This is an optimization exercise on Yosys and OpenROAD, whose aim is a short achievable clock period and few clock cycles per item, not a production implementation.
Function was checked by simulation only, so behaviour that the tests miss may differ from the original.

Setup of north:
// biquad_iir_filter
module biquad_iir_filter (
  input  wire logic                                clk_i,
  input  wire logic                                rst_ni,
  input  wire logic                                cfg_we_i,
  input  wire logic [bqf_pkg::CFG_IDX_W-1:0]       cfg_idx_i,
  input  wire logic [bqf_pkg::CFG_DATA_W-1:0]      cfg_wdata_i,
  input  wire logic                                in_valid_i,
  output logic                                     in_stall_o,
  input  wire logic signed [bqf_pkg::SAMPLE_W-1:0] sample_in_i,
  input  wire logic                                start_block_i,
  output logic                                     out_valid_o,
  input  wire logic                                out_stall_i,
  output logic signed [bqf_pkg::SAMPLE_W-1:0]      sample_out_o,
  output logic                                     saturated_o
);
  logic [bqf_pkg::NMAG-1:0][bqf_pkg::MULT_W-1:0] ta1, ta2;
  logic [bqf_pkg::COEF_W-1:0]                    b0, b1, b2;
  logic [bqf_pkg::W-1:0]                         init1h;
  logic signed [bqf_pkg::INIT_W-1:0]             init2;
  logic [bqf_pkg::W-1:0]                         ka1h, ka1l, ka2h, ka2l;
  ...
Size in the first run: ~14000 cells after synthesis, ~1400 flip-flops, roughly 76 I/O pins.
export LEC_CHECK = 0
export CAP_MARGIN = 20
export CELL_PAD_IN_SITES_DETAIL_PLACEMENT = 1
export CELL_PAD_IN_SITES_GLOBAL_PLACEMENT = 1
export CORE_MARGIN = 2
export CORE_UTILIZATION = 25
export PLACE_DENSITY = 0.45
export SETUP_SLACK_MARGIN = 5
export SLEW_MARGIN = 20
create_clock -name core_clock -period 10.0 [get_ports {clk_i}]
run.sh (not shown) runs the stock make flow with config.mk's settings and CLKGATE_MAP_FILE= SYNTH_SCRIPT=/design/flow/synth_recipe.tcl, a recipe that flattens the netlist after the stock synthesis.
Testbench counts of north, summed over its fixed seeds: cycles 2,088, items 2,048.
[inputs] south vs north
--- a/flow/design.v
+++ b/flow/design.v
@@ -439,30 +439,35 @@
     if (!rst_ni) a_v_q <= 1'b0;
     else         a_v_q <= m_v_q;
   end
   logic [W-1:0] sa_q, sb_q, sa_d, sb_d;
   logic [W-1:0] d2a_q, d2b_q, d2a_d, d2b_d;
   logic [W-1:0] l_b1x_q, l_b2x_q;
   logic         l_full_q;
+  logic [29:0] cg_q, cp_q;
+  always_ff @(posedge clk_i) begin
+    cg_q <= sa_d[29:0] & sb_d[29:0];
+    cp_q <= sa_d[29:0] | sb_d[29:0];
+  end
   logic [W-1:0]  s_sum;
   logic          sat_hi, sat_lo;
   logic [SW-1:0] y_cur;
-  assign s_sum  = sa_q + sb_q;
+  assign s_sum  = {sa_q[W-1:30], cp_q} + {sb_q[W-1:30], cg_q};
   assign sat_hi = !s_sum[W-1] && (s_sum[W-2:30] != '0);
   assign sat_lo =  s_sum[W-1] && (s_sum[W-2:30] != '1);
   assign y_cur  = sat_hi ? 16'h7fff : sat_lo ? 16'h8000 : s_sum[30:15];
   logic [15:0] lsum, hs0, hs1;
   logic        cin, c30_0, c30_1;
   logic        m0_pos, m0_neg, m1_pos, m1_neg;
-  assign lsum   = {1'b0, sa_q[14:0]} + {1'b0, sb_q[14:0]};
-  assign hs0    = {1'b0, sa_q[29:15]} + {1'b0, sb_q[29:15]};
-  assign hs1    = {1'b0, sa_q[29:15]} + {1'b0, sb_q[29:15]} + 16'd1;
-  assign cin    = lsum[15];
-  assign c30_0  = hs0[15];
-  assign c30_1  = hs1[15];
+  assign lsum  = {1'b0, cp_q[14:0]} + {1'b0, cg_q[14:0]};
+  assign hs0   = {1'b0, cp_q[29:15]} + {1'b0, cg_q[29:15]};
+  assign hs1   = {1'b0, cp_q[29:15]} + {1'b0, cg_q[29:15]} + 16'd1;
+  assign cin   = lsum[15];
+  assign c30_0 = hs0[15];
+  assign c30_1 = hs1[15];
   assign m0_pos = !sa_q[30] && !sb_q[30] &&  c30_0;
   assign m0_neg =  sa_q[30] &&  sb_q[30] && !c30_0;
   assign m1_pos = !sa_q[30] && !sb_q[30] &&  c30_1;
   assign m1_neg =  sa_q[30] &&  sb_q[30] && !c30_1;
   logic [ND-1:0][W-1:0] pa1, pb1, pa2, pb2;
   logic [W-1:0]         ha1, hb1, ha2, hb2;
   logic [15:0] sai_q, sbi_q;
@@ -495,15 +500,16 @@
                   .s_o(t1a), .c_o(t1b));
   bqf_ltree u_t2 (.pa_i(pa2), .pb_i(pb2), .ka_i(k2a), .kb_i(k2b), .late_i(late2),
                   .s_o(t2a), .c_o(t2b));
   logic [W-1:0] h1a, h1b, l1a, l1b;
   bqf_csa u_h1 (.a_i(k0s), .b_i(k0c), .c_i(ka1h_i), .s_o(h1a), .c_o(h1b));
   bqf_csa u_l1 (.a_i(k0s), .b_i(k0c), .c_i(ka1l_i), .s_o(l1a), .c_o(l1b));
   logic [W-1:0] fa, fb;
-  bqf_csa u_fx (.a_i(sa_q), .b_i(sb_q), .c_i(a_p_q), .s_o(fa), .c_o(fb));
+  bqf_csa u_fx (.a_i({sa_q[W-1:30], cp_q}), .b_i({sb_q[W-1:30], cg_q}), .c_i(a_p_q),
+                .s_o(fa), .c_o(fb));
   logic         z_q;
   logic         sbn, use_tree;
   logic [W-1:0] oa, ob, o2a, o2b;
   assign sbn      = a_v_q && a_sb_q;
   assign use_tree = l_full_q && !sat_hi && !sat_lo && !sbn;
   always_comb begin
     if (sbn) begin
Findings:
south completed end to end with timing, DRC and antenna clean. Compared with north, in south final-layout fill cell count climbed about 1.2%; final area climbed 0.0029 mm²; mean cell area of the mapped netlist barely changed. south ends up with lower clock-buffer cell count than north does. Count of flip-flops and latches was lower in the run labelled north.
Testbench counts of south, summed over its fixed seeds: cycles 2,088, items 2,048.

---

Setup of v6:
Another version of the RTL of biquad_iir_filter (not shown whole).
Size in the first run: about 14,000 cells after synthesis, about 1,400 flip-flops, roughly 120,000 µm² of cells after synthesis.
make LEC_CHECK=0 CAP_MARGIN=20 CELL_PAD_IN_SITES_DETAIL_PLACEMENT=1 CELL_PAD_IN_SITES_GLOBAL_PLACEMENT=1 CORE_MARGIN=2 CORE_UTILIZATION=25 PLACE_DENSITY=0.45 SETUP_SLACK_MARGIN=5 SLEW_MARGIN=20 finish   # period 10.0 ns
Testbench counts of v6, summed over its fixed seeds: cycles 2,088, items 2,048.
Edits applied to the flow inputs when going from v6 to v7:
--- a/flow/design.v
+++ b/flow/design.v
@@ -447,45 +447,37 @@
   logic          sat_hi, sat_lo;
   logic [SW-1:0] y_cur;
   assign s_sum  = sa_q + sb_q;
   assign sat_hi = !s_sum[W-1] && (s_sum[W-2:30] != '0);
   assign sat_lo =  s_sum[W-1] && (s_sum[W-2:30] != '1);
   assign y_cur  = sat_hi ? 16'h7fff : sat_lo ? 16'h8000 : s_sum[30:15];
+  logic [31:0] vsum;
   logic [15:0] lsum;
-  logic [16:0] v0, v1;
   logic        cin;
-  logic        m0_pos, m0_neg, m1_pos, m1_neg;
-  assign lsum   = {1'b0, sa_q[14:0]} + {1'b0, sb_q[14:0]};
-  assign cin    = lsum[15];
-  assign v0     = {sa_q[30], sa_q[30:15]} + {sb_q[30], sb_q[30:15]};
-  assign v1     = {sa_q[30], sa_q[30:15]} + {sb_q[30], sb_q[30:15]} + 17'd1;
-  assign m0_pos = !v0[16] &&  v0[15];
-  assign m0_neg =  v0[16] && !v0[15];
-  assign m1_pos = !v1[16] &&  v1[15];
-  assign m1_neg =  v1[16] && !v1[15];
+  logic        m_pos, m_neg;
+  assign lsum  = {1'b0, sa_q[14:0]} + {1'b0, sb_q[14:0]};
+  assign cin   = lsum[15];
+  assign vsum  = {sa_q[30], sa_q[30:0]} + {sb_q[30], sb_q[30:0]};
+  assign m_pos = !vsum[31] &&  vsum[30];
+  assign m_neg =  vsum[31] && !vsum[30];
   logic [ND-1:0][W-1:0] pa1, pb1, pa2, pb2;
   logic [W-1:0]         ha1, hb1, ha2, hb2;
   bqf_pp u_pa1 (.y_i(sa_q[30:15]), .tab_i(ta1_i), .row_o(pa1), .hot_o(ha1));
   bqf_pp u_pb1 (.y_i(sb_q[30:15]), .tab_i(ta1_i), .row_o(pb1), .hot_o(hb1));
   bqf_pp u_pa2 (.y_i(sa_q[30:15]), .tab_i(ta2_i), .row_o(pa2), .hot_o(ha2));
   bqf_pp u_pb2 (.y_i(sb_q[30:15]), .tab_i(ta2_i), .row_o(pb2), .hot_o(hb2));
   logic [W-1:0] k1a, k1b, k0s, k0c;
   bqf_c42 u_k0 (.r_i({a_p_q, l_b1x_q, d2a_q, d2b_q}), .s_o(k0s), .c_o(k0c));
   bqf_c42 u_k1 (.r_i({k0s, k0c, ha1, hb1}), .s_o(k1a), .c_o(k1b));
   logic [W-1:0] k2a, k2b;
   bqf_csa u_k2 (.a_i(l_b2x_q), .b_i(ha2), .c_i(hb2), .s_o(k2a), .c_o(k2b));
-  logic [W-1:0] late1, late2, l10, l11, l20, l21;
+  logic [W-1:0] late1, late2;
   always_comb begin
-    if (m0_pos)      begin l10 = ra1_i[4]; l20 = ra2_i[4]; end
-    else if (m0_neg) begin l10 = ra1_i[0]; l20 = ra2_i[0]; end
-    else             begin l10 = ra1_i[2]; l20 = ra2_i[2]; end
-    if (m1_pos)      begin l11 = ra1_i[5]; l21 = ra2_i[5]; end
-    else if (m1_neg) begin l11 = ra1_i[1]; l21 = ra2_i[1]; end
-    else             begin l11 = ra1_i[3]; l21 = ra2_i[3]; end
-    late1 = cin ? l11 : l10;
-    late2 = cin ? l21 : l20;
+    if (m_pos)      begin late1 = ra1_i[4 + 32'(cin)]; late2 = ra2_i[4 + 32'(cin)]; end
+    else if (m_neg) begin late1 = ra1_i[0 + 32'(cin)]; late2 = ra2_i[0 + 32'(cin)]; end
+    else            begin late1 = ra1_i[2 + 32'(cin)]; late2 = ra2_i[2 + 32'(cin)]; end
   end
   logic [W-1:0] t1a, t1b, t2a, t2b;
   bqf_ltree u_t1 (.pa_i(pa1), .pb_i(pb1), .ka_i(k1a), .kb_i(k1b), .late_i(late1),
                   .s_o(t1a), .c_o(t1b));
   bqf_ltree u_t2 (.pa_i(pa2), .pb_i(pb2), .ka_i(k2a), .kb_i(k2b), .late_i(late2),
                   .s_o(t2a), .c_o(t2b));
--- outcome ---
v7 and v6 ended up with nearly the same register cell area after layout. Compared to v6, v7 has wire length 19,000 µm lower. The critical-path maximum fanout in v7 was lower than what v6 gave. Comparing v6 with v7, the die area came out essentially unchanged. v6 ended up with sky130_fd_sc_hd__xnor3_2 as its critical-path cell with the highest stage delay; v7 ended up with sky130_fd_sc_hd__a221o_2.
Testbench counts of v7, summed over its fixed seeds: cycles 2,088, items 2,048.

==> afterwards: timing with drivers on the ports <==
In the flow no input, the clock included, has a driving cell. The finished layouts below were timed again as built, in two steps.
Step 1: set_driving_cell puts a clkbuf_16 on clk_i and a buf_2 on each other input, an assumption about the parent block.
Step 2, shift: input delay + t, output delay - t, t = (earliest + latest rising clock arrival at the registers) / 2. This alone moves slack from input paths to output paths.
a / b / c = ideal / step 1 / step 2; a / b = the first two.
run | t (ns) | setup WS [ns] | worst setup path after step 2
north | 1.034 | 5.003 / 5.003 / 5.003 | register to register
south | 1.018 | 4.612 / 4.612 / 4.612 | register to register
v6 | 1.022 | 4.832 / 4.832 / 4.832 | register to register
v7 | 1.016 | 4.853 / 4.853 / 4.853 | register to register
After both steps every run listed still meets setup and hold.
